This design comes from an exercise in tuning for small area, a short achievable clock period and few clock cycles on the open sky130 flow, not from production work. RTL that was checked went through simulation tests only; none was proved equivalent to the original. For runs 5 and 6, only the layout was checked, not whether the RTL still works. Power and IR drop assume default switching activity.

--- design.v ---
package sacu_pkg;
    localparam logic [2:0] KIND_ALLOC   = 3'd0;
    localparam logic [2:0] KIND_FREE    = 3'd1;
    localparam logic [2:0] KIND_COMPACT = 3'd2;
    localparam logic [2:0] KIND_WRITE   = 3'd3;
    localparam logic [2:0] KIND_READ    = 3'd4;
    localparam logic [2:0] ST_OK       = 3'd0;
    localparam logic [2:0] ST_OOM      = 3'd1;
    localparam logic [2:0] ST_FULL     = 3'd2;
    localparam logic [2:0] ST_NOTFOUND = 3'd3;
    localparam logic [2:0] ST_BAD      = 3'd4;
endpackage
import sacu_pkg::*;
module segment_allocator_with_compaction_unit (
    input  logic        clk,
    input  logic        rst_n,
    input  logic        s_tvalid,
    output logic        s_tready,
    input  logic [23:0] s_tdata,    
    output logic        m_tvalid,
    input  logic        m_tready,
    output logic [23:0] m_tdata     
);
    function automatic logic [31:0] pfx_or(input logic [31:0] v);
        logic [31:0] r;
        r = v;
        r = r | (r << 1);
        r = r | (r << 2);
        r = r | (r << 4);
        r = r | (r << 8);
        r = r | (r << 16);
        pfx_or = r;
    endfunction
    function automatic logic [32:0] therm(input logic [5:0] t);
        for (int q = 0; q < 33; q++)
            therm[q] = (6'(q) < t);
    endfunction
    typedef struct packed {
        logic       k_alloc;
        logic       k_free;
        logic       k_comp;
        logic       k_write;
        logic       k_read;
        logic       sz_zero;
        logic [5:0] m;         
        logic [4:0] a;
        logic [7:0] wd;
    } req_t;
    logic        q0_full, q1_full;
    req_t        q0;
    logic [21:0] q1;
    logic        r_full;       
    logic        r_search;     
    logic        r_fits;
    logic        r_hit;        
    logic [31:0] r_data;       
    logic        o0_full;
    logic [16:0] o0;           
    logic [7:0]  mem [32];
    logic [31:0] seg_s;
    logic [31:0] seg_f;
    logic [5:0]  top;
    logic [32:0] below;
    logic [4:0]  cnt;
    logic [21:0] q_in;         
    req_t        din;
    always_comb
    begin
        q_in        = q1_full ? q1 : s_tdata[21:0];
        din.k_alloc = (q_in[2:0] == KIND_ALLOC);
        din.k_free  = (q_in[2:0] == KIND_FREE);
        din.k_comp  = (q_in[2:0] == KIND_COMPACT);
        din.k_write = (q_in[2:0] == KIND_WRITE);
        din.k_read  = (q_in[2:0] == KIND_READ);
        din.sz_zero = (q_in[8:3] == 6'd0);
        din.m       = q_in[8:3] - 6'd1;
        din.a       = q_in[13:9];
        din.wd      = q_in[21:14];
    end
    logic [31:0] hot_top;      
    logic [31:0] hot_a;        
    logic [31:0] ge_a;         
    always_comb
    begin
        for (int p = 0; p < 32; p++)
        begin
            hot_top[p] = below[p] ^ (p == 0 ? 1'b1 : below[p == 0 ? 0 : p - 1]);
            hot_a[p]   = (5'(p) == q0.a);
            ge_a[p]    = (5'(p) >= q0.a);
        end
    end
    logic        fits;
    logic        can_append;
    logic [32:0] cont;         
    logic [31:0] a1, a2, a4, a8, a16;
    logic [31:0] r0, r1, r2, r3, r4, r5;
    logic [31:0] match;
    assign fits       = (7'(top) + 7'(q0.m)) <= 7'd31;
    assign can_append = fits && !cnt[4];
    always_comb
    begin
        cont = {1'b0, ~seg_s & below[31:0]};
        a1  = cont[32:1];
        a2  = a1 & (a1 >> 1);
        a4  = a2 & (a2 >> 2);
        a8  = a4 & (a4 >> 4);
        a16 = a8 & (a8 >> 8);
        r0 = ~cont[32:1];
        r1 = q0.m[0] ? (a1  & (r0 >> 1))  : r0;
        r2 = q0.m[1] ? (a2  & (r1 >> 2))  : r1;
        r3 = q0.m[2] ? (a4  & (r2 >> 4))  : r2;
        r4 = q0.m[3] ? (a8  & (r3 >> 8))  : r3;
        r5 = q0.m[4] ? (a16 & (r4 >> 16)) : r4;
        match = q0.m[5] ? 32'd0 : (seg_s & seg_f & r5);
    end
    logic        found;
    logic [31:0] free_mask;
    assign found     = |(seg_s & hot_a);
    assign free_mask = ge_a & ~pfx_or(seg_s & (ge_a << 1)) & below[31:0];
    logic [31:0] ge_f;
    logic [31:0] low_hot;
    logic [31:0] shift;
    logic        any_f;
    logic        seg_gone;     
    logic        c_last;       
    always_comb
    begin
        ge_f     = pfx_or(seg_f);
        any_f    = |seg_f;
        low_hot  = seg_f & ~(ge_f << 1);
        shift    = ge_f & below[31:0];
        seg_gone = |(low_hot & ({1'b1, seg_s[31:1]} | ~below[32:1]));
        c_last   = seg_gone && !(|(seg_f & ~low_hot));
    end
    logic        r_move;       
    logic        r_clear;      
    logic        stall;
    logic        go;           
    logic        done;         
    logic        op_append, op_free, op_write, op_step;
    logic [2:0]  res_st;
    logic [5:0]  res_ra;
    logic [7:0]  res_rd;
    logic        x_search;
    assign r_move = r_full && (!o0_full || m_tready);
    assign stall  = r_full && r_search && r_hit && (q0.k_alloc || q0.k_comp);
    assign go     = q0_full && (!r_full || r_move) && !stall;
    always_comb
    begin
        x_search  = q0.k_alloc && !q0.sz_zero && !can_append;
        op_append = go && q0.k_alloc && !q0.sz_zero && can_append;
        op_free   = go && q0.k_free && found;
        op_write  = go && q0.k_write;
        op_step   = go && q0.k_comp;
        done      = go && !(q0.k_comp && any_f && !c_last);
        res_st = ST_BAD;
        res_ra = '0;
        res_rd = '0;
        if (q0.k_alloc && !q0.sz_zero && can_append)
        begin
            res_st = ST_OK;
            res_ra = top;
        end
        if (q0.k_free)
            res_st = found ? ST_OK : ST_NOTFOUND;
        if (q0.k_comp)
        begin
            res_st = ST_OK;
            res_ra = any_f ? top - 6'd1 : top;
        end
        if (q0.k_write)
            res_st = ST_OK;
        if (q0.k_read)
        begin
            res_st = ST_OK;
            for (int p = 0; p < 32; p++)
                res_rd = res_rd | (mem[p] & {8{hot_a[p]}});
        end
    end
    logic [31:0] ge_match;
    logic [31:0] first;
    logic        hit;
    logic [4:0]  hit_pos;
    logic [16:0] res;
    always_comb
    begin
        ge_match = pfx_or(r_data);
        first    = r_data & ~(ge_match << 1);
        hit      = ge_match[31];
        hit_pos  = '0;
        for (int p = 0; p < 32; p++)
            if (first[p]) hit_pos = hit_pos | 5'(p);
        if (r_search)
        begin
            if (r_hit)
                res = {8'd0, 1'b0, hit_pos, ST_OK};
            else
                res = {8'd0, 6'd0, r_fits ? ST_FULL : ST_OOM};
        end
        else
            res = r_data[16:0];
    end
    assign r_clear = r_move && r_search && r_hit;
    logic take;
    assign s_tready = !q1_full;
    assign take     = s_tvalid && !q1_full;
    always_ff @(posedge clk or negedge rst_n)
    begin
        if (!rst_n)
        begin
            q0_full <= 1'b0;
            q1_full <= 1'b0;
            r_full  <= 1'b0;
            o0_full <= 1'b0;
        end
        else
        begin
            if (!q0_full || done)
            begin
                q0_full <= q1_full || take;
                q1_full <= 1'b0;
            end
            else if (take)
                q1_full <= 1'b1;
            if (done)
                r_full <= 1'b1;
            else if (r_move)
                r_full <= 1'b0;
            if (!o0_full || m_tready)
                o0_full <= r_move;
        end
    end
    always_ff @(posedge clk)
    begin
        if (!q0_full || done)
            q0 <= din;
        if (!q1_full)
            q1 <= s_tdata[21:0];
        if (done)
        begin
            r_search <= x_search;
            r_fits   <= fits;
            r_hit    <= |match;
            r_data   <= x_search ? match : {15'd0, res_rd, res_ra, res_st};
        end
        if (!o0_full || m_tready)
            o0 <= res;
    end
    assign m_tvalid = o0_full;
    assign m_tdata  = {7'd0, o0};
    logic [31:0] m_we, m_sh, m_keep;
    always_comb
    begin
        for (int p = 0; p < 32; p++)
        begin
            m_we[p]   = op_write && hot_a[p];
            m_sh[p]   = op_step && shift[p] && below[p + 1];
            m_keep[p] = !(m_we[p] || (op_step && shift[p]) || (op_free && free_mask[p]));
        end
    end
    always_ff @(posedge clk or negedge rst_n)
    begin
        if (!rst_n)
        begin
            for (int p = 0; p < 32; p++)
                mem[p] <= 8'd0;
        end
        else
        begin
            for (int p = 0; p < 32; p++)
                mem[p] <= ({8{m_we[p]}} & q0.wd)
                        | ({8{m_sh[p]}} & ((p < 31) ? mem[p < 31 ? p + 1 : p] : 8'd0))
                        | ({8{m_keep[p]}} & mem[p]);
        end
    end
    logic [5:0] top_next;
    always_comb
    begin
        top_next = top;
        if (op_append)
            top_next = top + q0.m + 6'd1;
        if (op_step && any_f)
            top_next = top - 6'd1;
    end
    always_ff @(posedge clk or negedge rst_n)
    begin
        if (!rst_n)
        begin
            seg_s <= '0;
            seg_f <= '0;
            top   <= '0;
            below <= '0;
            cnt   <= '0;
        end
        else
        begin
            for (int p = 0; p < 32; p++)
            begin
                if (op_append && hot_top[p])
                    seg_s[p] <= 1'b1;
                else if (op_step && shift[p])
                    seg_s[p] <= (p < 31) ? ((low_hot[p] || seg_s[p < 31 ? p + 1 : p]) && below[p + 1]) : 1'b0;
                if (op_free && hot_a[p])
                    seg_f[p] <= 1'b1;
                else if (r_clear && first[p])
                    seg_f[p] <= 1'b0;
                else if (op_step && shift[p])
                    seg_f[p] <= (p < 31) ? ((low_hot[p] && !seg_s[p < 31 ? p + 1 : p]) || seg_f[p < 31 ? p + 1 : p]) && below[p + 1] : 1'b0;
            end
            top   <= top_next;
            below <= therm(top_next);
            if (op_append)
                cnt <= cnt + 5'd1;
            if (op_step && seg_gone)
                cnt <= cnt - 5'd1;
        end
    end
endmodule
--- run.sh ---
#!/bin/bash
# synth_recipe.tcl (not shown) runs the flow's synth.tcl, then flattens the netlist and writes it again
# the make line also repeats each setting of config.mk as NAME=value (left out here)
make -C /OpenROAD-flow-scripts/flow DESIGN_CONFIG=/design/flow/config.mk WORK_HOME=/design/flow/orfs CLKGATE_MAP_FILE= SYNTH_SCRIPT=/design/flow/synth_recipe.tcl finish
--- config.mk ---
export PLATFORM = sky130hd
export DESIGN_NAME = segment_allocator_with_compaction_unit
export DESIGN_NICKNAME = segment_allocator_with_compaction_unit
export VERILOG_FILES = /design/flow/design.v
export SDC_FILE = /design/flow/constraint.sdc
export NUM_CORES = 4
export LEC_CHECK = 0
export CAP_MARGIN = 20
export CORE_MARGIN = 2
export CORE_UTILIZATION = 40
export SETUP_SLACK_MARGIN = 3.0
export SLEW_MARGIN = 20
export TNS_END_PERCENT = 0
--- constraint.sdc ---
create_clock -name core_clock -period 6.0 [get_ports {clk}]
set_input_delay 1.2000 -clock core_clock [delete_from_list [all_inputs] [get_ports {clk}]]
set_output_delay 1.2000 -clock core_clock [all_outputs]
set_load 0.01 [all_outputs]
==> results of run 1 <==
## critical path: cells and delay by family, from the launching register on
family | cells | cell delay (ns)
DFF | 1 | 0.41
AOI/OAI and AO/OA | 2 | 0.61
and+or+nand+nor | 7 | 1.90
buffers and inverters | 3 | 0.56
## flip-flops by register name, indices dropped and copies added (netlist names)
name	cells
r_hit	1
top	5
cnt	5
seg_s	32
r_search	1
o0	17
o0_full	1
r_full	1
seg_f	32
below	32
mem	256
q1	22
q0_full	1
r_fits	1
q0	25
q1_full	1
r_data	32
## metrics by stage
step / setup WS (ns) / std cells
3_3_place_gp: 1.05 / 4170
6_report: 2.10 / 4341
4_1_cts: 2.29 / 4313
2_1_floorplan: 2.61 / 3271
5_1_grt: 2.11 / 4339
3_5_place_dp: 1.04 / 4170
## worst paths after layout
check	startpoint	to
max	seg_f[2]	r_hit
min	rst_n	mem[23][1]
max reg2reg	seg_f[2]	r_hit
min reg2reg	q1[14]	q1[14]
max in group asynchronous	rst_n	below[30]
min in group core_clock	q1[14]	q1[14]
## layout make-up
| type | instances | area (µm²) | share of cell area |
|---|---|---|---|
| Clock inverter | 23 | 255 | 0.00757 |
| Multi-Input combinational cell | 2347 | 15600 | 0.463 |
| Tap cell | 950 | 1190 | 0.0352 |
| Antenna cell | 2 | 5.00 | 0.000148 |
| Clock buffer | 78 | 1600 | 0.0473 |
| Timing Repair Buffer | 256 | 2270 | 0.0673 |
| Sequential cell | 465 | 11900 | 0.354 |
| Inverter | 220 | 833 | 0.0247 |
## routing by layer
metal	routed length, µm	part of all wire	track usage
met2	61200	0.40	0.559
met5	47	0.00031	0
met4	4710	0.031	0.105
met1	64800	0.42	0.588
met3	21900	0.14	0.153
## layout by cell type (no fill, tap or decap), drive strengths merged, types with 85 or more instances in the layout
cell type	n
a222oi	115
nor3	122
a21oi	111
o21ai	177
buf	212
nand3	101
nand2	393
a22oi	135
dfrtp	366
nor2	220
inv	217
a32oi	85
## timing repair
item | in CTS | in global routing
setup buffers | 41 | 25
gates cloned | 1 | 0
endpoints found under the setup margin | 464 | 464
pin swaps | 26 | 17
resized for setup | 107 | 36
## report_power, final
part           internal, mW  switching [mW]
registers              4.57            2.37
logic                  3.93            8.23
clock network          1.99            1.47
## logic make-up after synthesis
family | Yosys count | share of synthesized area
AOI/OAI and AO/OA | 1027 | 0.273
xor gates and xnor gates | 46 | 0.0140
adders and majority gates | 18 | 0.00846
buffers and inverters | 459 | 0.0631
DFF | 465 | 0.415
muxes | 38 | 0.0143
other | 1 | 0.000131
and+or+nand+nor | 1211 | 0.212
==> impl_results.md, run 1 <==
- Htree depth: 2
- Largest net degree at the start of global routing: 139
- Iter 0 DRT Violations: 5490
- Skew-Pair Late Insertion Delay: 0.64 ns
- Die Y: 272 µm
- Ports: 54
- Final Skew: 0.0296 ns
- Hold WS: 0.472 ns
- Dominant cell type by area after synthesis: dfrtp_1
- Post-layout min period: 3.90 ns
- P&R area growth vs syn: 17.5%
- Final Hold Viols: 0
- IO Port Bufs: 44
- Synth top area share: 0.319
- Crit end category: flip-flop
- Max Buffers Root-to-Sink: 3
- Cell count after synthesis: 3265
- Most common cell in the netlist: nand2_1
- 1st-pass router iterations: 10
- Fmax: 0.257 GHz
- Via density: 6.94
- Slew Limit Fails: 0
- Vias: 30100
- Status: no timing/DRC/antenna violations
- Number of global-route vias before repair: 28100
- PwrDens: 669 mW/mm²
- DRT antenna net count: 0
- DP Area: 0.0306 mm²
- Synth top area cells: dfrtp_1 (32%), edfxtp_1 (8.1%), nand2_1 (5.1%), a222oi_1 (4.0%), a22oi_1 (3.5%)
- Synth Warn #: 2
- Slew headroom: 0.229
- Sequential share of the synthesized area: 0.415
- CP arrival: 4.19 ns
- CTS tree: done
- Overall power: 22.6 mW
- Final instance area: 0.0337 mm²
- Initial Utilization: 0.403
- Peak VDD IR: 404 µV
- Placement row count: 98
- Worst-Margin Slew: 1.16 ns
- Placer Congestion: 1.04
- Number of flops mapped to enable cells by yosys: 77
- Final worst-path cycle share: 0.650
- Hold buffer count at cts: 0
- Root Driver: clkbuf_16
- Number of fill cells: 6862
- Final core utilization: 0.473
- Leakage: 14.7 nW
- Dpl hpwl: 117000 µm
- Crit path max-delay cell type: or3_4
- Nets: 3389
- Asr flop ratio synth: 0.787
- Most common flop cell mapped by yosys: dfrtp_1
- RSZ-0062 raised after global routing: yes
- CTS clk-pin slew, worst paths: 0.06 ns
- Register-to-Register Path Depth: 12
- WL/cell: 35.2 µm
- Worst path max stage delay: 0.44 ns
- Gr usage total: 0.405
- Crit Path Category: flip-flop to flip-flop
- CP cell instances: buf_4, nor4_4, buf_4, nand3_1, or3_4, o31a_1, o32ai_2, nand4_1, nor4_2, buf_4, nand3_4, nand2_8
- Seq cells post-synth: 465
- Num CTS Buffers: 55
- Gr ovfl total: 0
- Distinct cells, synth: 117
- Initial antenna violation count: 10
- # setup viols final: 0
- Startpoint types: flip-flop
- Synth Cell Area: 0.0287 mm²
- First-pass GRT wire length: 215000 µm
- Max_cap viols: 0
- Post-synth top cells: nand2_1 (391), dfrtp_1 (366), nor2_1 (217)
- Syn Area/Cell: 8.79 µm²
- Core area: 0.0712 mm²
- Reg-to-reg slack, setup: 2.10 ns
- Share of layout cells above drive strength 1: 0.146
- Clock sink count: 465
- Hold WC Path Type: primary input to asynchronous set/reset pin
- Die X: 272 µm
- Full die area: 0.0739 mm²
- Setup TNS: 0 ns
- Worst-path maximum fanout: 37
- Total detailed-routing wirelength: 153000 µm
- Most used cell, CP: buf_4
- Residual DRC count: 0
- CP Data Required Time: 6.29 ns
Testbench counts, summed over its fixed seeds: cycles 16,279.
==> run 2: changes to the inputs <==
--- a/config.mk
+++ b/config.mk
@@ -10,4 +10,3 @@
 export CORE_UTILIZATION = 40
 export SETUP_SLACK_MARGIN = 3.0
 export SLEW_MARGIN = 20
-export TNS_END_PERCENT = 0
==> impl_results.md, run 2 <==
- Synth top area share: 0.319
- Gr ovfl total: 0
- Synth Cell Area: 0.0287 mm²
- Syn Area/Cell: 8.79 µm²
- WL/cell: 34.7 µm
- Startpoint types: flip-flop
- IO Port Bufs: 44
- Htree depth: 2
- Gr usage total: 0.413
- Ports: 54
- Core area: 0.0712 mm²
- CP arrival: 4.42 ns
- Max Buffers Root-to-Sink: 3
- CP cell instances: buf_4, or3_1, nor2_1, a32o_1, a311o_1, a31oi_1, nand4_1, or3_4, nand2_4, inv_2, ha_4, nor2b_1, o21ai_1, nand2b_1, nand2_2, nor2_2, o21ai_1, nand2_1, o221ai_2
- Distinct cells, synth: 117
- Placer Congestion: 1.04
- Initial Utilization: 0.403
- Full die area: 0.0739 mm²
- Synth Warn #: 2
- Dpl hpwl: 112000 µm
- Sequential share of the synthesized area: 0.415
- Worst path depth: 19
- M3 GR Usage: 0.162
- CTS tree: done
- Biggest register: mem
- Vias: 31900
- Number of flops mapped to enable cells by yosys: 77
- Worst path max stage delay: 0.56 ns
- First-pass GRT wire length: 222000 µm
- Root Driver: clkbuf_16
- Initial antenna violation count: 4
- Number of global-route vias before repair: 29800
- R2R Path Start: seg_f[2]
- Post-synth top cells: nand2_1 (391), dfrtp_1 (366), nor2_1 (217)
- Seq cells post-synth: 465
- Most common cell in the netlist: nand2_1
- Diode count: 0
- Post-layout min period: 3.91 ns
- DP Area: 0.0304 mm²
- Fmax: 0.256 GHz
- Crit end category: flip-flop
- Sequential power share: 0.256
- Num CTS Buffers: 55
- Most common cell after layout, fill and taps aside: dfrtp_1
- Hold WC Path Type: flip-flop to flip-flop
- Dominant cell type by area after synthesis: dfrtp_1
- CP Data Required Time: 6.51 ns
- Cell count after synthesis: 3265
- Overall power: 27.2 mW
- Worst-path maximum fanout: 9
- Status: no timing/DRC/antenna violations
- Slew headroom: 0.250
- Power share of the combinational group: 0.604
- CTS clk-pin slew, worst paths: 0.06 ns
- Worst reg2reg endpoint: cnt[4]
- Largest net degree at the start of global routing: 172
- 1st-pass router iterations: 10
- Crit path max-delay cell type: or3_4
- Synth top area cells: dfrtp_1 (32%), edfxtp_1 (8.1%), nand2_1 (5.1%), a222oi_1 (4.0%), a22oi_1 (3.5%)
- Largest register FFs: 256
- Met1 Resource Use GR: 0.590
- Asr flop ratio synth: 0.787
- Int Power: 13.1 mW
- Clock network power share: 0.140
- Crit path from: seg_f[2]
- Clock sink count: 465
- # setup viols final: 0
- Die X: 272 µm
- Setup TNS: 0 ns
- Nets: 3594
- Most common flop cell mapped by yosys: dfrtp_1
- Met2 Track Usage GR: 0.570
- Placement row count: 98
- Hold-critical path depth: 1
- Final Hold Viols: 0
- Most used cell, CP: o21ai_1
- Worst setup margin: 2.09 ns
- Residual DRC count: 0
- Final core utilization: 0.550
- DRT antenna net count: 0
- CP endpoint: cnt[4]
- Final Skew: 0.0241 ns
- Critical path buffers and inverters: 2
- Crit Path Category: flip-flop to flip-flop
- Max_cap viols: 0
- RSZ-0062 raised after global routing: yes
- P&R area growth vs syn: 36.5%
- Final worst-path cycle share: 0.652
- Skew-Pair Late Insertion Delay: 0.64 ns
- Die Y: 272 µm
- Share of layout cells above drive strength 1: 0.325
- Worst-Margin Slew: 1.12 ns
- Crit path max-delay family: simple AND/OR/NAND/NOR gates
- Slew Limit Fails: 0
- Switching share of power: 0.517
- Number of fill cells: 6302
- Peak VDD IR: 521 µV
- Register-to-Register Path Depth: 19
- Iter 0 DRT Violations: 6097
- Total detailed-routing wirelength: 158000 µm
- Gr busiest metal: met1
- Commonest cells after routing, fill and taps aside: dfrtp_1 (310), nand2_1 (256), buf_4 (253), inv_1 (205), nor2_1 (172)
- Psw: 14.0 mW
- Post-Place Setup Slack: 1.17 ns
- Reg-to-reg slack, setup: 2.09 ns
- Final instance area: 0.0392 mm²
- Via density: 7.03
- Leakage: 16.9 nW
- Hold buffer count at cts: 0
- PwrDens: 693 mW/mm²
==> run 2: final cells by class <==
| class | instances | area, µm² | share of cell area |
|---|---|---|---|
| well taps | 950 | 1190 | 0.0303 |
| inverters | 220 | 865 | 0.0221 |
| flip-flops and latches | 465 | 12000 | 0.306 |
| clock inverters | 25 | 473 | 0.0121 |
| repair buffers | 452 | 4700 | 0.120 |
| clock buffers | 74 | 1540 | 0.0393 |
| multi-input cells | 2355 | 18400 | 0.470 |
| repair inverters | 1 | 7.51 | 0.000192 |
==> run 2: repair_timing <==
action,in CTS,in global routing
buffers inserted,228,67
cloned,16,1
gates resized for setup,707,292
setup endpoints to repair,464,434
pin swaps,178,182
==> run 2: routing by layer <==
metal / share of wire / wire length, µm
met1: 0.40 / 63600
met2: 0.40 / 63600
met3: 0.16 / 24600
met4: 0.036 / 5670
met5: 0.00015 / 24
==> run 2: cell families (layout without fill, tap and decap cells) <==
kind of cell    Yosys count  in the layout  synth area share
mux                      38             38            0.0143
xor+xnor                 46             46            0.0140
buf+inv                 459            772            0.0631
flops                   465            465             0.415
compound gates         1027           1027             0.273
fa+ha+maj                18             18           0.00846
simple gates           1211           1219             0.212
other cells               1              7          0.000131
==> run 2: worst min-delay path by stage <==
stage | start | to | slack [ns]
final | q1[18] | q1[18] | 0.47
after global routing | q1[18] | q1[18] | 0.48
after CTS | q1[18] | q1[18] | 0.47
after detailed placement | q1[18] | q1[18] | 0.46
after global placement | q1[16] | q1[16] | 0.45
after floorplan | q1[10] | q1[10] | 0.45
==> run 2: metrics by stage <==
stage | instances | hold slack [ns]
2_1_floorplan | 3271 | 0.446
3_3_place_gp | 4130 | 0.452
3_5_place_dp | 4130 | 0.458
4_1_cts | 4473 | 0.473
5_1_grt | 4542 | 0.481
6_report | 4542 | 0.470
==> run 2: power by group through the flow <==
stage	clock network [mW]	registers (mW)	logic [mW]
global route	3.93	6.94	17.0
global placement	0	6.88	10.3
CTS	3.81	6.70	14.5
detailed placement	0	6.91	10.4
finish	3.81	6.96	16.4
floorplan	0	5.31	7.08
==> run 3: changes to the inputs <==
--- a/design.v
+++ b/design.v
@@ -53,6 +53,7 @@
     logic        r_search;     
     logic        r_fits;
     logic        r_hit;        
+    logic        r_comp;       
     logic [31:0] r_data;       
     logic        o0_full;
     logic [16:0] o0;           
@@ -122,7 +123,6 @@
     logic [31:0] shift;
     logic        any_f;
     logic        seg_gone;     
-    logic        c_last;       
     always_comb
     begin
         ge_f     = pfx_or(seg_f);
@@ -130,7 +130,6 @@
         low_hot  = seg_f & ~(ge_f << 1);
         shift    = ge_f & below[31:0];
         seg_gone = |(low_hot & ({1'b1, seg_s[31:1]} | ~below[32:1]));
-        c_last   = seg_gone && !(|(seg_f & ~low_hot));
     end
     logic        r_move;       
     logic        r_clear;      
@@ -142,7 +141,7 @@
     logic [5:0]  res_ra;
     logic [7:0]  res_rd;
     logic        x_search;
-    assign r_move = r_full && (!o0_full || m_tready);
+    assign r_move = r_full && (!o0_full || m_tready) && !(r_comp && any_f);
     assign stall  = r_full && r_search && r_hit && (q0.k_alloc || q0.k_comp);
     assign go     = q0_full && (!r_full || r_move) && !stall;
     always_comb
@@ -151,8 +150,8 @@
         op_append = go && q0.k_alloc && !q0.sz_zero && can_append;
         op_free   = go && q0.k_free && found;
         op_write  = go && q0.k_write;
-        op_step   = go && q0.k_comp;
-        done      = go && !(q0.k_comp && any_f && !c_last);
+        op_step   = any_f && ((go && q0.k_comp) || (r_full && r_comp));
+        done      = go;
         res_st = ST_BAD;
         res_ra = '0;
         res_rd = '0;
@@ -241,8 +240,11 @@
             r_search <= x_search;
             r_fits   <= fits;
             r_hit    <= |match;
+            r_comp   <= q0.k_comp;
             r_data   <= x_search ? match : {15'd0, res_rd, res_ra, res_st};
         end
+        else if (op_step)
+            r_data[8:3] <= top - 6'd1;
         if (!o0_full || m_tready)
             o0 <= res;
     end
--- a/config.mk
+++ b/config.mk
@@ -10,3 +10,4 @@
 export CORE_UTILIZATION = 40
 export SETUP_SLACK_MARGIN = 3.0
 export SLEW_MARGIN = 20
+export TNS_END_PERCENT = 0
==> impl_results.md, run 3 <==
- Status: no timing/DRC/antenna violations
- Distinct cells, synth: 98
- Crit Path Category: flip-flop to flip-flop
- Post-synth top cells: dfrtp_1 (366), nand2_1 (240), o21ai_0 (233)
- Iter 0 DRT Violations: 5325
- Leakage: 14.7 nW
- Via density: 7.13
- Most common flop cell mapped by yosys: dfrtp_1
- Worst setup margin: 2.35 ns
- Htree depth: 2
- Most used cell, CP: o21ai_2
- Synth Warn #: 2
- Number of flops mapped to enable cells by yosys: 78
- Post-Layout Cell Count: 4382
- CTS tree: done
- Setup TNS: 0 ns
- Startpoint types: flip-flop
- Worst-Margin Slew: 1.16 ns
- DP Area: 0.0309 mm²
- Commonest cells after routing, fill and taps aside: dfrtp_1 (339), nand2_1 (229), o21ai_0 (212), buf_4 (189), inv_1 (187)
- Gr ovfl total: 0
- Crit path from: q0[9]
- Worst-path maximum fanout: 8
- Synth top area share: 0.314
- Final instance area: 0.0351 mm²
- Hold-critical path depth: 1
- First-pass GRT wire length: 226000 µm
- Gr usage total: 0.421
- Nets: 3427
- Final worst-path cycle share: 0.608
- 1st-pass router iterations: 10
- Critical path buffers and inverters: 3
- CP Data Required Time: 6.41 ns
- Total detailed-routing wirelength: 161000 µm
- Final Hold Viols: 0
- Biggest register: mem
- Synth Cell Area: 0.0292 mm²
- Hold Path End: q1[14]
- Post-layout min period: 3.65 ns
- PwrDens: 707 mW/mm²
- Hold buffer count at cts: 0
- Seq cells post-synth: 466
- WL/cell: 36.7 µm
- IO Port Bufs: 44
- Most common cell in the netlist: dfrtp_1
- Number of global-route vias before repair: 29300
- CP cell instances: buf_6, buf_12, buf_4, nor2b_2, and2_1, a22o_1, a221oi_1, nand4_1, o21ai_2, o21ai_2
- Number of fill cells: 6894
- DRT antenna net count: 0
- Post-Place Setup Slack: 1.06 ns
- R2R Path Start: q0[9]
- Hold WC Path Type: flip-flop to flip-flop
- CP arrival: 4.06 ns
- Synth top area cells: dfrtp_1 (31%), edfxtp_1 (8.0%), o21ai_0 (4.0%), a22oi_1 (3.7%), a221o_1 (3.4%)
- Reg-to-reg slack, setup: 2.35 ns
- Fmax: 0.274 GHz
- Core area: 0.0719 mm²
- Worst path max stage delay: 0.70 ns
- Skew-Pair Late Insertion Delay: 0.66 ns
- Most common cell after layout, fill and taps aside: dfrtp_1
- Worst reg2reg endpoint: r_data[9]
- Peak VDD IR: 548 µV
- Sequential share of the synthesized area: 0.410
- Hold Crit Start: q1[14]
- Final Skew: 0.0514 ns
- Placement row count: 98
- Num CTS Buffers: 55
- Syn Area/Cell: 8.88 µm²
- Crit end category: flip-flop
- Initial antenna violation count: 17
- P&R area growth vs syn: 20.5%
- Die X: 274 µm
- # setup viols final: 0
- Asr flop ratio synth: 0.785
- Slew Limit Fails: 0
- Full die area: 0.0751 mm²
- Clock sink count: 466
- Crit path max-delay cell type: and2_1
- Register-to-Register Path Depth: 10
- Placer Congestion: 1.07
- Residual DRC count: 0
- Largest register FFs: 256
- CTS clk-pin slew, worst paths: 0.06 ns
- Dpl hpwl: 122000 µm
- Crit path max-delay family: simple AND/OR/NAND/NOR gates
- Largest net degree at the start of global routing: 132
- Max_cap viols: 0
- Die Y: 274 µm
- Initial Utilization: 0.406
- Vias: 31200
- Root Driver: clkbuf_16
- Share of layout cells above drive strength 1: 0.176
- Ports: 54
- Max Buffers Root-to-Sink: 3
- RSZ-0062 raised after global routing: yes
- Dominant cell type by area after synthesis: dfrtp_1
- Cell count after synthesis: 3284
- Inst Count DP: 4170
- Slew headroom: 0.226
[run 3: worst max-delay path by stage]
stage	cells past startpoint	end	slack, ns
after floorplan	14	cnt[4]	2.74
after global placement	11	mem[5][7]	1.10
after detailed placement	11	mem[5][1]	1.06
after CTS	15	cnt[4]	2.56
after global routing	9	below[6]	2.37
final	10	r_data[9]	2.35
[run 3: stage by stage]
stage	utilization	power [mW]	hold slack, ns
2_1_floorplan	-	12.9	0.446
5_1_grt	0.489	25.5	0.487
3_5_place_dp	0.431	18.4	0.462
3_3_place_gp	0.431	18.2	0.452
6_report	0.489	24.8	0.474
4_1_cts	0.485	23.7	0.476
[run 3: cell families (layout without fill, tap and decap cells)]
family | after synthesis | after routing | synth area share
AO/OA/AOI/OAI | 1115 | 1116 | 0.282
AND/OR/NAND/NOR | 1173 | 1173 | 0.215
XOR/XNOR | 45 | 45 | 0.0135
buffers and inverters | 428 | 564 | 0.0575
flip-flops | 466 | 466 | 0.410
adder cells (fa/ha/maj) | 16 | 16 | 0.00764
multiplexers | 40 | 40 | 0.0146
other | 1 | 12 | 0.000129
[run 3: power breakdown]
group          switching, mW  internal, mW  leakage (nW)
Combinational           9.92          4.69          8.02
Sequential              2.03          4.62          5.80
Clock                   1.50          2.06         0.917
[run 3: layout make-up]
cell class	count	area (µm²)	area share
clock inverters	17	248	0.00705
well taps	950	1190	0.0338
repair buffers	265	2390	0.0681
flip-flops and latches	466	12000	0.341
diodes	5	12.5	0.000356
multi-input cells	2397	16900	0.481
repair inverters	1	7.51	0.000214
clock buffers	84	1640	0.0466
inverters	197	768	0.0219
[run 3: layer usage]
layer	vias up	part of all wire	wire length, µm	track usage
met2	2345	0.40	64100	0.584
met3	363	0.16	25300	0.193
met1	15700	0.41	66300	0.589
li1	12800	-	-	-
met5	-	0.00088	141	0
met4	20	0.031	4910	0.102
[run 3: repair_timing]
item                       4_1_cts  5_1_grt
gates resized for setup        294       39
pin swaps                       52       17
setup buffers                   88       12
cloned                           4        1
setup endpoints to repair      464      447
Testbench counts of run 3, summed over its fixed seeds: cycles 16,279.
==> run 4: changes to the inputs <==
--- a/config.mk
+++ b/config.mk
@@ -5,6 +5,7 @@
 export SDC_FILE = /design/flow/constraint.sdc
 export NUM_CORES = 4
 export LEC_CHECK = 0
+export ABC_AREA = 1
 export CAP_MARGIN = 20
 export CORE_MARGIN = 2
 export CORE_UTILIZATION = 40
==> impl_results.md, run 4 <==
- Skew-Pair Late Insertion Delay: 0.68 ns
- Crit end category: flip-flop
- Distinct cells, synth: 60
- IO Port Bufs: 44
- Die Y: 277 µm
- Most common cell after layout, fill and taps aside: nand2_1
- Initial Utilization: 0.403
- Sequential share of the synthesized area: 0.400
- CP arrival: 3.58 ns
- Slew headroom: 0.192
- Most common cell in the netlist: nand2_1
- Max_cap viols: 0
- Post-layout min period: 3.22 ns
- Num CTS Buffers: 58
- Most common flop cell mapped by yosys: dfrtp_1
- Clock sink count: 466
- Startpoint types: flip-flop
- WL/cell: 29.5 µm
- Final Hold Viols: 0
- Die X: 277 µm
- Hold WC Path Type: flip-flop to flip-flop
- Core area: 0.0742 mm²
- Residual DRC count: 0
- Commonest cells after routing, fill and taps aside: nand2_1 (971), inv_1 (529), nand3_1 (420), dfrtp_1 (353), nor2_1 (337)
- Synth top area cells: dfrtp_1 (31%), nand2_1 (13%), edfxtp_1 (7.8%), nand3_1 (7.8%), inv_1 (7.0%)
- PwrDens: 648 mW/mm²
- Peak VDD IR: 541 µV
- Synth Cell Area: 0.0299 mm²
- Fmax: 0.311 GHz
- Share of layout cells above drive strength 1: 0.148
- Largest register FFs: 256
- DRT antenna net count: 0
- Largest net degree at the start of global routing: 96
- Iter 0 DRT Violations: 4809
- Seq cells post-synth: 466
- Status: no timing/DRC/antenna violations
- Max Buffers Root-to-Sink: 3
- Initial antenna violation count: 3
- Hold buffer count at cts: 0
- First-pass GRT wire length: 223000 µm
- Vias: 33400
- Ports: 54
- RSZ-0062 raised after global routing: yes
- Setup TNS: 0 ns
- Final worst-path cycle share: 0.537
- Worst-path maximum fanout: 17
- Crit Path Category: flip-flop to flip-flop
- Placer Congestion: 1.08
- CP Data Required Time: 6.36 ns
- Via density: 6.15
- Synth Warn #: 2
- Post-synth top cells: nand2_1 (1050), inv_1 (561), nand3_1 (466)
- Dominant cell type by area after synthesis: dfrtp_1
- Post-Layout Cell Count: 5421
- Worst-Margin Slew: 1.21 ns
- Number of flops mapped to enable cells by yosys: 78
- Biggest register: mem
- Full die area: 0.0769 mm²
- Placement row count: 100
- Leakage: 16.2 nW
- Total detailed-routing wirelength: 160000 µm
- Root Driver: clkbuf_16
- P&R area growth vs syn: 22.4%
- CTS clk-pin slew, worst paths: 0.06 ns
- Gr usage total: 0.402
- Number of global-route vias before repair: 29800
- Inst Count DP: 5179
- Final Skew: 0.0492 ns
- Number of fill cells: 7562
- Asr flop ratio synth: 0.785
- Nets: 4444
- Dpl hpwl: 124000 µm
- Syn Area/Cell: 7.03 µm²
- 1st-pass router iterations: 8
- # setup viols final: 0
- Cell count after synthesis: 4251
- Gr ovfl total: 0
- Slew Limit Fails: 0
- Htree depth: 2
- Synth top area share: 0.306
- CTS tree: done
[run 4: cell count changes after synthesis, sizes merged, moves of 140 or more]
cell and change:
nand4 +158, o22ai +141, a22oi -140, nor2 +231
nand2 +817, nand3 +351, inv +375
[run 4: routing by layer]
metal,GRT usage,wire [µm],vias to the layer above
met5,0,0,-
met4,0.149,7140,0
met3,0.116,21200,309
met2,0.560,64600,2126
met1,0.584,67200,16200
li1,-,-,14700
[run 4: what timing repair did]
action                     4_1_cts  5_1_grt
resized for setup              241      245
buffers inserted                55       71
pin swaps                       25       62
gates cloned                     1        3
setup endpoints to repair      401      374
[run 4: path summary, 6_finish.rpt]
kind                              from    endpoint  slack (ns)  depth (start not counted)
worst max-delay path             q0[9]  r_data[14]        2.78                         13
worst min-delay path            q1[20]      q1[20]        0.45                          2
worst max register to register   q0[9]  r_data[14]        2.78                         13
worst min register to register  q1[20]      q1[20]        0.45                          2
max in group asynchronous        rst_n   mem[0][0]        4.27                          2
min in group asynchronous        rst_n      top[4]        0.52                          1
[run 4: per-stage QoR]
step	setup WS, ns	instance area (µm²)	power (mW)	hold slack (ns)	utilization
finish	2.78	36600	23.7	0.454	0.493
global route	2.76	36600	24.5	0.470	0.493
CTS	2.81	35000	22.0	0.452	0.471
detailed placement	1.41	31400	17.1	0.433	0.423
global placement	1.43	31400	17.1	0.430	0.423
floorplan	2.70	29900	12.1	0.414	-
[run 4: cells by family (layout without fill, tap and decap cells)]
kind of cell / Yosys count / after routing / share of synthesized area
DFF: 466 / 466 / 0.400
adders and majority gates: 16 / 16 / 0.00745
and+or+nand+nor: 2315 / 2317 / 0.344
xor gates and xnor gates: 35 / 35 / 0.0103
AOI/OAI and AO/OA: 676 / 676 / 0.141
muxes: 1 / 1 / 0.000335
buffers and inverters: 741 / 932 / 0.0973
other: 1 / 9 / 0.000125
[run 4: power by group]
part	leakage [nW]	internal, mW	total, mW	switching (mW)
sequential	5.83	4.73	6.60	1.86
combinational	9.36	3.71	13.2	9.48
clock	1.04	2.33	3.90	1.57
[run 4: final cells by class]
cell class | count | area, µm² | share of cell area
multi-input cells | 3052 | 16700 | 0.455
flip-flops and latches | 466 | 12000 | 0.327
repair buffers | 236 | 2320 | 0.0634
diodes | 2 | 5.00 | 0.000137
clock inverters | 28 | 392 | 0.0107
well taps | 969 | 1210 | 0.0332
clock buffers | 82 | 1700 | 0.0466
inverters | 586 | 2330 | 0.0637
[run 4: worst max-delay path, stage by stage, from the launching register on]
cell and delay (ns):
edfxtp_1 0.42, buf_12 0.16, buf_12 0.12, buf_4 0.13
nand2_2 0.16, nor2_1 0.08, nand2_1 0.21, clkinv_4 0.23
nand2_1 0.28, o2111ai_1 0.24, nor4_2 0.36, nand3_2 0.28
nand2_1 0.13, o21ai_0 0.12
==> run 5: changes to the inputs <==
--- a/design.v
+++ b/design.v
@@ -43,7 +43,7 @@
         logic       k_read;
         logic       sz_zero;
         logic [5:0] m;         
-        logic [4:0] a;
+        logic [31:0] ge;       
         logic [7:0] wd;
     } req_t;
     logic        q0_full, q1_full;
@@ -75,7 +75,8 @@
         din.k_read  = (q_in[2:0] == KIND_READ);
         din.sz_zero = (q_in[8:3] == 6'd0);
         din.m       = q_in[8:3] - 6'd1;
-        din.a       = q_in[13:9];
+        for (int p = 0; p < 32; p++)
+            din.ge[p] = (5'(p) >= q_in[13:9]);
         din.wd      = q_in[21:14];
     end
     logic [31:0] hot_top;      
@@ -86,8 +87,8 @@
         for (int p = 0; p < 32; p++)
         begin
             hot_top[p] = below[p] ^ (p == 0 ? 1'b1 : below[p == 0 ? 0 : p - 1]);
-            hot_a[p]   = (5'(p) == q0.a);
-            ge_a[p]    = (5'(p) >= q0.a);
+            hot_a[p]   = q0.ge[p] && !(p > 0 && q0.ge[p > 0 ? p - 1 : 0]);
+            ge_a[p]    = q0.ge[p];
         end
     end
     logic        fits;
==> impl_results.md, run 5 <==
- Status: no timing/DRC/antenna violations
- Post-Layout Cell Count: 5166
- Largest net degree at the start of global routing: 121
- IO Port Bufs: 44
- Vias: 30500
- Crit path from: q0[10]
- Worst-path maximum fanout: 6
- Main combinational cell family by area after synthesis: simple AND/OR/NAND/NOR gates
- CP cell instances: inv_1, nand2_1, inv_1, nand2_1, o21ai_0, nor2_1, o2111ai_2, nor4_2, nand2_1, nand3_1, o21ai_0
- CTS clk-pin slew, worst paths: 0.06 ns
- Startpoint types: flip-flop
- Worst-Margin Slew: 1.07 ns
- Clock sink count: 492
- Skew-Pair Late Insertion Delay: 0.65 ns
- DP Area: 0.0316 mm²
- Most common cell in the netlist: nand2_1
- PwrDens: 657 mW/mm²
- Adder-Cell Fraction of Synth Area: 0.00699
- Die X: 278 µm
- Register-to-Register Path Depth: 11
- P&R area growth vs syn: 16.3%
- Post-synthesis xor/xnor area fraction: 0.0131
- Biggest register: mem
- Gr usage total: 0.320
- Commonest cells after routing, fill and taps aside: nand2_1 (957), inv_1 (534), dfrtp_1 (364), o21ai_0 (325), nor2_1 (315)
- Crit Path Category: flip-flop to flip-flop
- Worst path depth: 11
- Die Y: 278 µm
- Placement row count: 100
- Root Driver: clkbuf_16
- Final Hold Viols: 0
- Compound-cell area share of the yosys netlist: 0.180
- Hold WC Path Type: flip-flop to flip-flop
- Slew headroom: 0.281
- DRT antenna net count: 0
- Final instance area: 0.0350 mm²
- Slew Limit Fails: 0
- Most common flop cell mapped by yosys: dfrtp_1
- Residual DRC count: 0
- Post-layout min period: 3.31 ns
- Critical path buffers and inverters: 2
- R2R Path Start: q0[10]
- Peak VDD IR: 433 µV
- Core area: 0.0744 mm²
- Final Skew: 0.0241 ns
- Seq cells post-synth: 492
- Synth Cell Area: 0.0301 mm²
- Crit end category: flip-flop
- Post-Place Setup Slack: 1.32 ns
- Num CTS Buffers: 56
- Synth top area cells: dfrtp_1 (30%), nand2_1 (12%), edfxtp_1 (10%), inv_1 (6.8%), o21ai_0 (5.4%)
- Worst setup margin: 2.69 ns
- Asr flop ratio synth: 0.744
- WL/cell: 24.6 µm
- Post-synth top cells: nand2_1 (988), inv_1 (546), dfrtp_1 (366)
- Most common cell after layout, fill and taps aside: nand2_1
- 1st-pass router iterations: 6
- Initial antenna violation count: 3
- Iter 0 DRT Violations: 3837
- Synth top area share: 0.305
- Worst path max stage delay: 0.44 ns
- Top Registers: mem x256, q0 x51
- Dominant cell type by area after synthesis: dfrtp_1
- Full die area: 0.0773 mm²
- Syn Area/Cell: 7.38 µm²
- Crit path max-delay family: simple AND/OR/NAND/NOR gates
- Total detailed-routing wirelength: 127000 µm
- Post-synthesis mux area share: 0.000666
- Largest register FFs: 256
- Sequential share of the synthesized area: 0.423
- Synth Warn #: 2
- Inst Count DP: 4996
- Initial Utilization: 0.404
- Most used cell, CP: nand2_1
- Max_cap viols: 0
- # setup viols final: 0
- RSZ-0062 raised after global routing: yes
- Final worst-path cycle share: 0.552
- Crit path max-delay cell type: nor4_2
- Nets: 4195
- CP Data Required Time: 6.36 ns
- Dpl hpwl: 96700 µm
- Ports: 54
- Leakage: 15.2 nW
- Fmax: 0.302 GHz
- Hold-critical path depth: 2
- Max Buffers Root-to-Sink: 3
- Hold Crit Start: q1[21]
- Cell count after synthesis: 4075
- Setup TNS: 0 ns
- Synth Area in Simple Gates: 0.285
- Htree depth: 2
- Via density: 5.90
- CTS tree: done
- Number of flops mapped to enable cells by yosys: 104
- Placer Congestion: 1.01
- Distinct cells, synth: 57
- Gr ovfl total: 0
- Share of layout cells above drive strength 1: 0.0972
- Hold buffer count at cts: 0
- First-pass GRT wire length: 186000 µm
- Number of global-route vias before repair: 28000
- CP arrival: 3.67 ns
[run 5: cell types whose count changed after synthesis, sizes merged, moves of 53 or more]
cell,delta
nand3,-183
o21bai,+80
o21ai,+75
nand4,-68
nor2,-60
nand2,-53
[run 5: worst register-to-register path, cell delays in order (launching register included)]
cell       delay, ns
edfxtp_1        0.43
inv_1           0.09
nand2_1         0.31
inv_1           0.24
nand2_1         0.17
o21ai_0         0.13
nor2_1          0.32
o2111ai_2       0.32
nor4_2          0.45
nand2_1         0.32
nand3_1         0.14
o21ai_0         0.11
[run 5: layout make-up]
cell class / instances / area [µm²]
Inverter: 561 / 2150
Sequential cell: 492 / 12700
Tap cell: 969 / 1210
Clock inverter: 17 / 154
Timing Repair inverter: 1 / 5.00
Clock buffer: 85 / 1680
Fill cell: 7518 / 39500
Antenna cell: 1 / 2.50
Multi-Input combinational cell: 2888 / 15500
Timing Repair Buffer: 152 / 1580
[run 5: worst paths after layout]
check                             endpoint  slack, ns
worst min register to register      q1[21]       0.45
worst max-delay path            r_data[11]       2.69
min in group asynchronous          o0_full       0.54
worst min-delay path                q1[21]       0.45
worst max register to register  r_data[11]       2.69
max in group asynchronous        seg_s[27]       4.07
[run 5: cell families (layout without fill, tap and decap cells)]
family,Yosys count,count (layout)
AND/OR/NAND/NOR,1950,1951
adder cells (fa/ha/maj),15,15
XOR/XNOR,45,45
flip-flops,492,492
AO/OA/AOI/OAI,868,868
buffers and inverters,702,816
multiplexers,2,2
other,1,8
[run 5: metrics by stage]
stage	hold WS (ns)	total power, mW	utilization
after floorplan	0.414	13.3	-
after global placement	0.431	17.8	0.424
after detailed placement	0.436	17.8	0.424
after CTS	0.449	22.1	0.462
after global routing	0.476	24.1	0.470
final	0.447	23.0	0.470
[run 5: power by group]
group          switching [mW]  leakage, nW  internal [mW]  total [mW]
combinational            9.31         8.33           3.67        13.0
sequential               1.44         6.00           5.05        6.49
clock                    1.52        0.899           1.97        3.49
total                    12.3         15.2           10.7        23.0
[run 5: repair_timing]
action | CTS | global route
setup endpoints to repair | 431 | 365
gates resized for setup | 115 | 86
gates cloned | 3 | 3
pin swaps | 22 | 24
buffers inserted | 35 | 26
[run 5: per-layer routing]
layer,share of wire,vias to the layer above,global-route usage
met5,0.00017,-,0
met1,0.42,14600,0.446
met4,0.043,4,0.117
li1,-,14000,-
met3,0.11,297,0.0803
met2,0.43,1599,0.481
==> run 6: changes to the inputs <==
--- a/design.v
+++ b/design.v
@@ -54,6 +54,7 @@
     logic        r_fits;
     logic        r_hit;        
     logic        r_comp;       
+    logic        r_read;       
     logic [31:0] r_data;       
     logic        o0_full;
     logic [16:0] o0;           
@@ -140,7 +141,6 @@
     logic        op_append, op_free, op_write, op_step;
     logic [2:0]  res_st;
     logic [5:0]  res_ra;
-    logic [7:0]  res_rd;
     logic        x_search;
     assign r_move = r_full && (!o0_full || m_tready) && !(r_comp && any_f);
     assign stall  = r_full && r_search && r_hit && (q0.k_alloc || q0.k_comp);
@@ -155,7 +155,6 @@
         done      = go;
         res_st = ST_BAD;
         res_ra = '0;
-        res_rd = '0;
         if (q0.k_alloc && !q0.sz_zero && can_append)
         begin
             res_st = ST_OK;
@@ -171,11 +170,7 @@
         if (q0.k_write)
             res_st = ST_OK;
         if (q0.k_read)
-        begin
             res_st = ST_OK;
-            for (int p = 0; p < 32; p++)
-                res_rd = res_rd | (mem[p] & {8{hot_a[p]}});
-        end
     end
     logic [31:0] ge_match;
     logic [31:0] first;
@@ -197,6 +192,12 @@
             else
                 res = {8'd0, 6'd0, r_fits ? ST_FULL : ST_OOM};
         end
+        else if (r_read)
+        begin
+            res = {8'd0, 6'd0, ST_OK};
+            for (int p = 0; p < 32; p++)
+                res[16:9] = res[16:9] | (mem[p] & {8{r_data[p]}});
+        end
         else
             res = r_data[16:0];
     end
@@ -242,7 +243,8 @@
             r_fits   <= fits;
             r_hit    <= |match;
             r_comp   <= q0.k_comp;
-            r_data   <= x_search ? match : {15'd0, res_rd, res_ra, res_st};
+            r_read   <= q0.k_read;
+            r_data   <= x_search ? match : q0.k_read ? hot_a : {23'd0, res_ra, res_st};
         end
         else if (op_step)
             r_data[8:3] <= top - 6'd1;
--- a/config.mk
+++ b/config.mk
@@ -9,6 +9,7 @@
 export CAP_MARGIN = 20
 export CORE_MARGIN = 2
 export CORE_UTILIZATION = 40
+export CTS_BUF_LIST = sky130_fd_sc_hd__clkbuf_4 sky130_fd_sc_hd__clkbuf_8
 export SETUP_SLACK_MARGIN = 3.0
 export SLEW_MARGIN = 20
 export TNS_END_PERCENT = 0
==> impl_results.md, run 6 <==
- Largest net degree at the start of global routing: 137
- # setup viols final: 0
- Psw: 12.8 mW
- Synth Cell Area: 0.0309 mm²
- DRT antenna net count: 0
- Most common cell in the netlist: nand2_1
- Crit Path Category: flip-flop to flip-flop
- Initial antenna violation count: 6
- Max Buffers Root-to-Sink: 3
- Fmax: 0.316 GHz
- RSZ-0062 raised after global routing: yes
- Clock network power share: 0.152
- Post-Layout Cell Count: 5416
- Top Registers: mem x256, q0 x51
- Die Y: 282 µm
- Most used cell, CP: nand2_1
- Leakage: 15.6 nW
- Startpoint types: flip-flop
- Post-synth top cells: nand2_1 (959), inv_1 (591), dfrtp_1 (366)
- Worst-path maximum fanout: 6
- Clock sink count: 493
- 1st-pass router iterations: 6
- Full die area: 0.0796 mm²
- Distinct cells, synth: 64
- Number of fill cells: 7806
- Seq cells post-synth: 493
- CP arrival: 3.69 ns
- PwrDens: 662 mW/mm²
- Cell count after synthesis: 4199
- Share of layout cells above drive strength 1: 0.127
- CP Data Required Time: 6.53 ns
- Largest register FFs: 256
- Core area: 0.0762 mm²
- Overall power: 23.8 mW
- DP Area: 0.0323 mm²
- Status: no timing/DRC/antenna violations
- Setup TNS: 0 ns
- Sequential share of the synthesized area: 0.412
- Syn Area/Cell: 7.37 µm²
- Most common flop cell mapped by yosys: dfrtp_1
- Hold WS: 0.448 ns
- Num CTS Buffers: 93
- Crit path max-delay cell type: edfxtp_1
- First-pass GRT wire length: 195000 µm
- Ports: 54
- Most common cell after layout, fill and taps aside: nand2_1
- Root Driver: clkbuf_8
- Post-layout min period: 3.16 ns
- Crit path max-delay family: simple AND/OR/NAND/NOR gates
- Final instance area: 0.0360 mm²
- CP cell instances: inv_1, nand3_1, nor2_1, nand2_1, nor3_1, nand2_1, nor2_4, nand2_1, nand2_1, and3b_1, nand3_1, nand2_1, nand2_1
- Crit end category: flip-flop
- Commonest cells after routing, fill and taps aside: nand2_1 (928), inv_1 (578), dfrtp_1 (351), nor2_1 (304), o21ai_0 (299)
- Sequential power share: 0.276
- Synth Warn #: 2
- Max_cap viols: 0
- Int Power: 11.0 mW
- Htree depth: 3
- Slew Limit Fails: 0
- Slew headroom: 0.246
- Dpl hpwl: 101000 µm
- Placement row count: 101
- Hold WC Path Type: flip-flop to flip-flop
- Inst Count DP: 5161
- IO Port Bufs: 44
- Hold buffer count at cts: 0
- Final Skew: 0.0355 ns
- Critical path buffers and inverters: 1
- Total detailed-routing wirelength: 133000 µm
- Dominant cell type by area after synthesis: dfrtp_1
- Peak VDD IR: 368 µV
- Die X: 282 µm
- CTS tree: done
- Worst path max stage delay: 0.57 ns
- Biggest register: mem
- Final Hold Viols: 0
- Worst-Margin Slew: 1.13 ns
- CTS clk-pin slew, worst paths: 0.06 ns
- Residual DRC count: 0
- Iter 0 DRT Violations: 4378
- Worst setup margin: 2.84 ns
- Nets: 4353
- Gr usage total: 0.331
- WL/cell: 24.6 µm
- Synth top area share: 0.296
- Vias: 31900
- Via density: 5.89
- Skew-Pair Late Insertion Delay: 0.74 ns
- P&R area growth vs syn: 16.3%
- Post-Place Setup Slack: 1.72 ns
- Gr ovfl total: 0
- Number of flops mapped to enable cells by yosys: 105
- Initial Utilization: 0.406
- Switching share of power: 0.539
- Final worst-path cycle share: 0.527
- Asr flop ratio synth: 0.742
- Power share of the combinational group: 0.572
- Reg-to-reg slack, setup: 2.84 ns
- Number of global-route vias before repair: 30000
- Synth top area cells: dfrtp_1 (30%), nand2_1 (12%), edfxtp_1 (10%), inv_1 (7.2%), o21ai_0 (5.0%)
- Final core utilization: 0.472
- Placer Congestion: 1.04
## run 6: power groups by stage
stage | clock (mW) | combinational (mW) | sequential (mW)
after CTS | 3.65 | 12.6 | 6.51
final | 3.62 | 13.6 | 6.57
after detailed placement | 0 | 11.8 | 6.58
after global placement | 0 | 11.7 | 6.58
after global routing | 3.79 | 14.6 | 6.66
after floorplan | 0 | 8.01 | 5.76
## run 6: area by class of cell
| type | count | area, µm² | area share |
|---|---|---|---|
| Antenna cell | 1 | 2.50 | 0.0000696 |
| Clock buffer | 145 | 1740 | 0.0483 |
| Clock inverter | 25 | 255 | 0.00710 |
| Inverter | 616 | 2370 | 0.0660 |
| Multi-Input combinational cell | 2951 | 16000 | 0.444 |
| Sequential cell | 493 | 12800 | 0.355 |
| Tap cell | 1030 | 1290 | 0.0358 |
| Timing Repair Buffer | 154 | 1560 | 0.0433 |
| Timing Repair inverter | 1 | 5.00 | 0.000139 |
## run 6: path summary, 6_finish.rpt
check	from	to	cells past startpoint
setup reg to reg	r_data[8]	o0[7]	13
max in group asynchronous	rst_n	seg_f[19]	2
min in group asynchronous	rst_n	mem[1][3]	1
hold reg to reg	q1[15]	q1[15]	2
hold / removal	q1[15]	q1[15]	2
setup / recovery	r_data[8]	o0[7]	13
## run 6: layer usage
metal	wire length [µm]	up-vias	track usage
met5	10	-	0
met4	7160	2	0.147
met3	12700	348	0.0663
met2	56200	1735	0.489
met1	57200	15400	0.468
li1	-	14500	-
## run 6: repair_timing
item / in CTS / in global routing
setup buffers: 44 / 29
gates cloned: 6 / 4
hold endpoints to repair: 0 / 0
gates resized for setup: 131 / 106
pin swaps: 26 / 23
setup endpoints to repair: 467 / 374
## run 6: kinds of logic after synthesis
family | count (synthesis) | share of synthesized area
AND/OR/NAND/NOR | 1960 | 0.288
AO/OA/AOI/OAI | 923 | 0.185
buffers and inverters | 768 | 0.0970
flip-flops | 493 | 0.412
XOR/XNOR | 37 | 0.0105
adder cells (fa/ha/maj) | 15 | 0.00679
multiplexers | 2 | 0.000647
other | 1 | 0.000121
## run 6: worst min-delay path, cell delays in order (launching register included)
cell and delay, ns:
dfxtp_1 0.30, nand2_1 0.05, nand2_1 0.07
==> run 7: changes to the inputs <==
--- a/design.v
+++ b/design.v
@@ -43,7 +43,7 @@
         logic       k_read;
         logic       sz_zero;
         logic [5:0] m;         
-        logic [31:0] ge;       
+        logic [4:0] a;
         logic [7:0] wd;
     } req_t;
     logic        q0_full, q1_full;
@@ -76,8 +76,7 @@
         din.k_read  = (q_in[2:0] == KIND_READ);
         din.sz_zero = (q_in[8:3] == 6'd0);
         din.m       = q_in[8:3] - 6'd1;
-        for (int p = 0; p < 32; p++)
-            din.ge[p] = (5'(p) >= q_in[13:9]);
+        din.a       = q_in[13:9];
         din.wd      = q_in[21:14];
     end
     logic [31:0] hot_top;      
@@ -88,8 +87,8 @@
         for (int p = 0; p < 32; p++)
         begin
             hot_top[p] = below[p] ^ (p == 0 ? 1'b1 : below[p == 0 ? 0 : p - 1]);
-            hot_a[p]   = q0.ge[p] && !(p > 0 && q0.ge[p > 0 ? p - 1 : 0]);
-            ge_a[p]    = q0.ge[p];
+            hot_a[p]   = (5'(p) == q0.a);
+            ge_a[p]    = (5'(p) >= q0.a);
         end
     end
     logic        fits;
@@ -192,14 +191,14 @@
             else
                 res = {8'd0, 6'd0, r_fits ? ST_FULL : ST_OOM};
         end
-        else if (r_read)
-        begin
-            res = {8'd0, 6'd0, ST_OK};
-            for (int p = 0; p < 32; p++)
-                res[16:9] = res[16:9] | (mem[p] & {8{r_data[p]}});
-        end
         else
+        begin
             res = r_data[16:0];
+            res[16:9] = '0;
+            if (r_read)
+                for (int p = 0; p < 32; p++)
+                    res[16:9] = res[16:9] | (mem[p] & {8{r_data[13:9] == 5'(p)}});
+        end
     end
     assign r_clear = r_move && r_search && r_hit;
     logic take;
@@ -244,7 +243,7 @@
             r_hit    <= |match;
             r_comp   <= q0.k_comp;
             r_read   <= q0.k_read;
-            r_data   <= x_search ? match : q0.k_read ? hot_a : {23'd0, res_ra, res_st};
+            r_data   <= x_search ? match : {18'd0, q0.a, res_ra, res_st};
         end
         else if (op_step)
             r_data[8:3] <= top - 6'd1;
--- a/config.mk
+++ b/config.mk
@@ -5,11 +5,9 @@
 export SDC_FILE = /design/flow/constraint.sdc
 export NUM_CORES = 4
 export LEC_CHECK = 0
-export ABC_AREA = 1
 export CAP_MARGIN = 20
 export CORE_MARGIN = 2
 export CORE_UTILIZATION = 40
-export CTS_BUF_LIST = sky130_fd_sc_hd__clkbuf_4 sky130_fd_sc_hd__clkbuf_8
 export SETUP_SLACK_MARGIN = 3.0
 export SLEW_MARGIN = 20
 export TNS_END_PERCENT = 0
==> impl_results.md, run 7 <==
- PwrDens: 755 mW/mm²
- Post-Layout Cell Count: 4284
- Most common cell in the netlist: dfrtp_1
- Num CTS Buffers: 56
- Gr usage total: 0.418
- Initial antenna violation count: 10
- Residual DRC count: 0
- Cell count after synthesis: 3219
- Asr flop ratio synth: 0.784
- DP Area: 0.0306 mm²
- Synth top area cells: dfrtp_1 (32%), edfxtp_1 (8.3%), a222oi_1 (4.0%), nand2_1 (3.5%), a22o_1 (3.1%)
- Iter 0 DRT Violations: 5819
- Synth Cell Area: 0.0287 mm²
- R2R Path Start: q0[10]
- Full die area: 0.0740 mm²
- Core area: 0.0712 mm²
- Seq cells post-synth: 467
- Final instance area: 0.0335 mm²
- First-pass GRT wire length: 221000 µm
- Slew headroom: 0.123
- Final Hold Viols: 0
- Share of layout cells above drive strength 1: 0.148
- Distinct cells, synth: 106
- Dominant cell type by area after synthesis: dfrtp_1
- P&R area growth vs syn: 16.6%
- Biggest register: mem
- Synth top area share: 0.319
- Setup TNS: 0 ns
- Overall power: 25.3 mW
- CP endpoint: mem[19][4]
- Worst-Margin Slew: 1.31 ns
- Number of fill cells: 6923
- Hold-critical path depth: 0
- Final worst-path cycle share: 0.673
- Worst-path maximum fanout: 22
- CP arrival: 4.58 ns
- Peak VDD IR: 572 µV
- Number of flops mapped to enable cells by yosys: 79
- Largest register FFs: 256
- Post-synth top cells: dfrtp_1 (366), nand2_1 (269), nor2_1 (233)
- Htree depth: 2
- Vias: 30600
- Multi-input combinational cell area: 0.0156 mm²
- 1st-pass router iterations: 11
- DRT antenna net count: 0
- Number of global-route vias before repair: 28600
- Max Buffers Root-to-Sink: 3
- Die X: 272 µm
- Fmax: 0.247 GHz
- Root Driver: clkbuf_16
- Initial Utilization: 0.403
- Status: no timing/DRC/antenna violations
- # setup viols final: 0
- Post-layout min period: 4.04 ns
- Nets: 3327
- Crit path from: q0[10]
- Inst Count DP: 4126
- CP Data Required Time: 6.54 ns
- Sequential share of the synthesized area: 0.417
- Ports: 54
- Leakage: 14.5 nW
- Commonest cells after routing, fill and taps aside: dfrtp_1 (335), nand2_1 (266), inv_1 (227), nor2_1 (221), buf_4 (170)
- Syn Area/Cell: 8.93 µm²
- Via density: 7.15
- Skew-Pair Late Insertion Delay: 0.66 ns
- Worst setup margin: 1.96 ns
- Startpoint types: flip-flop
- Crit Path Category: flip-flop to flip-flop
- Synth Warn #: 2
- Register area: 0.0120 mm²
- CTS tree: done
- WL/cell: 36.8 µm
- Dpl hpwl: 122000 µm
- Crit end category: flip-flop
- RSZ-0062 raised after global routing: yes
- Reg-to-reg slack, setup: 1.96 ns
- Die Y: 272 µm
- Slew Limit Fails: 0
- Post-Place Setup Slack: 1.00 ns
- Most common flop cell mapped by yosys: dfrtp_1
- Register-to-Register Path Depth: 10
- Hold WC Path Type: flip-flop to flip-flop
- Placer Congestion: 1.10
- Final Skew: 0.0647 ns
- Hold buffer count at cts: 0
- Most common cell after layout, fill and taps aside: dfrtp_1
- Placement row count: 98
- Gr ovfl total: 0
- Max_cap viols: 0
- CTS clk-pin slew, worst paths: 0.07 ns
- Total detailed-routing wirelength: 158000 µm
- IO Port Bufs: 44
- Clock sink count: 467
- Largest net degree at the start of global routing: 129
- Worst reg2reg endpoint: mem[19][4]
run 7: changes by cell type after synthesis, sizes merged, moves of 115 or more:
cell    previous run  this run
nor2             387       249
a222oi             0       115
inv              601       232
nand3            336       119
o21ai            360       166
o22ai            177        39
nand2            990       270
run 7: timing repair:
item / CTS / global route
endpoints found under the setup margin: 468 / 468
gates resized for setup: 107 / 56
buffers inserted: 39 / 10
pin swaps: 18 / 13
run 7: worst min path at each step:
| stage | start | endpoint | slack [ns] |
|---|---|---|---|
| 5_1_grt | q1[12] | q1[12] | 0.48 |
| 2_1_floorplan | q0[22] | r_comp | 0.42 |
| 3_3_place_gp | q0[20] | r_read | 0.44 |
| 4_1_cts | q1[12] | q1[12] | 0.48 |
| 6_report | q0[20] | r_read | 0.47 |
| 3_5_place_dp | q1[13] | q1[13] | 0.46 |
run 7: worst max-delay path, cell delays in order, from the launching register on:
cell      delay, ns
edfxtp_1       0.54
buf_4          0.34
or3_1          0.38
a21oi_1        0.19
a211oi_1       0.71
and3_1         0.28
o21ai_2        0.16
nor2_2         0.35
a41oi_2        0.40
a222oi_1       0.47
inv_1          0.07
run 7: metrics by stage:
stage / util / hold slack, ns
after global routing: 0.470 / 0.482
final: 0.470 / 0.470
after detailed placement: 0.429 / 0.456
after CTS: 0.467 / 0.475
after global placement: 0.429 / 0.445
after floorplan: - / 0.424
run 7: power breakdown:
group	leakage [nW]	switching [mW]	internal, mW
clock network	0.964	1.54	2.10
registers	5.81	2.34	4.71
logic	7.69	10.0	4.61
total	14.5	13.9	11.4
run 7: cell families (layout without fill, tap and decap cells):
group,after synthesis,count (layout),synth area share
AOI/OAI and AO/OA,1055,1055,0.279
xor gates and xnor gates,44,44,0.0134
adders and majority gates,16,16,0.00775
buffers and inverters,458,564,0.0632
DFF,467,467,0.417
muxes,39,39,0.0149
other,1,10,0.000131
and+or+nand+nor,1139,1139,0.205
run 7: layer usage:
layer / global-route usage / routed length (µm) / up-vias
li1: - / - / 12500
met1: 0.607 / 66300 / 15400
met2: 0.558 / 61100 / 2439
met3: 0.178 / 25200 / 368
met4: 0.114 / 4990 / 8
met5: 0 / 52 / -
run 7: final cells by class:
cell class	count	share of cell area
multi-input combinational	2300	0.465
clock inverter	25	0.00915
timing repair buffer	224	0.0559
tap	950	0.0355
clock buffer	81	0.0492
antenna	3	0.000224
sequential	467	0.359
inverter	234	0.0264
Testbench counts of run 7, summed over its fixed seeds: cycles 16,279.

re-timing with driven ports:
In the flow no input, the clock included, has a driving cell. The finished layouts below were timed again as built, in two steps.
Step 1: set_driving_cell puts a clkbuf_16 on clk and a buf_2 on each other input, an assumption about the parent block.
Step 2, shift: input delay + t, output delay - t, t = (earliest + latest rising clock arrival at the registers) / 2. This alone moves slack from input paths to output paths.
Three values: ideal, step 1, step 2; two values: the first two.
| run | shift t [ns] | slack for setup (ns) | worst setup path after step 2 | clock arrival spread, ns | cell pins on the clock port's net |
|---|---|---|---|---|---|
| run 1 | 0.686 | 2.102 / 2.102 / 1.581 | input to register | 0.031 / 0.030 | 1 |
| run 2 | 0.695 | 2.088 / 2.088 / 1.897 | input to register | 0.031 / 0.031 | 1 |
| run 3 | 0.700 | 2.351 / 2.351 / 1.832 | input to register | 0.052 / 0.052 | 1 |
| run 4 | 0.732 | 2.780 / 2.780 / 2.237 | input to register | 0.049 / 0.049 | 1 |
| run 5 | 0.700 | 2.691 / 2.691 / 2.309 | input to register | 0.024 / 0.024 | 1 |
| run 6 | 0.780 | 2.835 / 2.835 / 2.265 | input to register | 0.036 / 0.036 | 1 |
| run 7 | 0.699 | 1.959 / 1.959 / 1.775 | input to register | 0.065 / 0.064 | 1 |
After both steps every run listed still meets setup and hold. For run 6, which loses most, drivers alone change the setup slack by 0.000 ns; drivers and shift together by -0.570 ns.
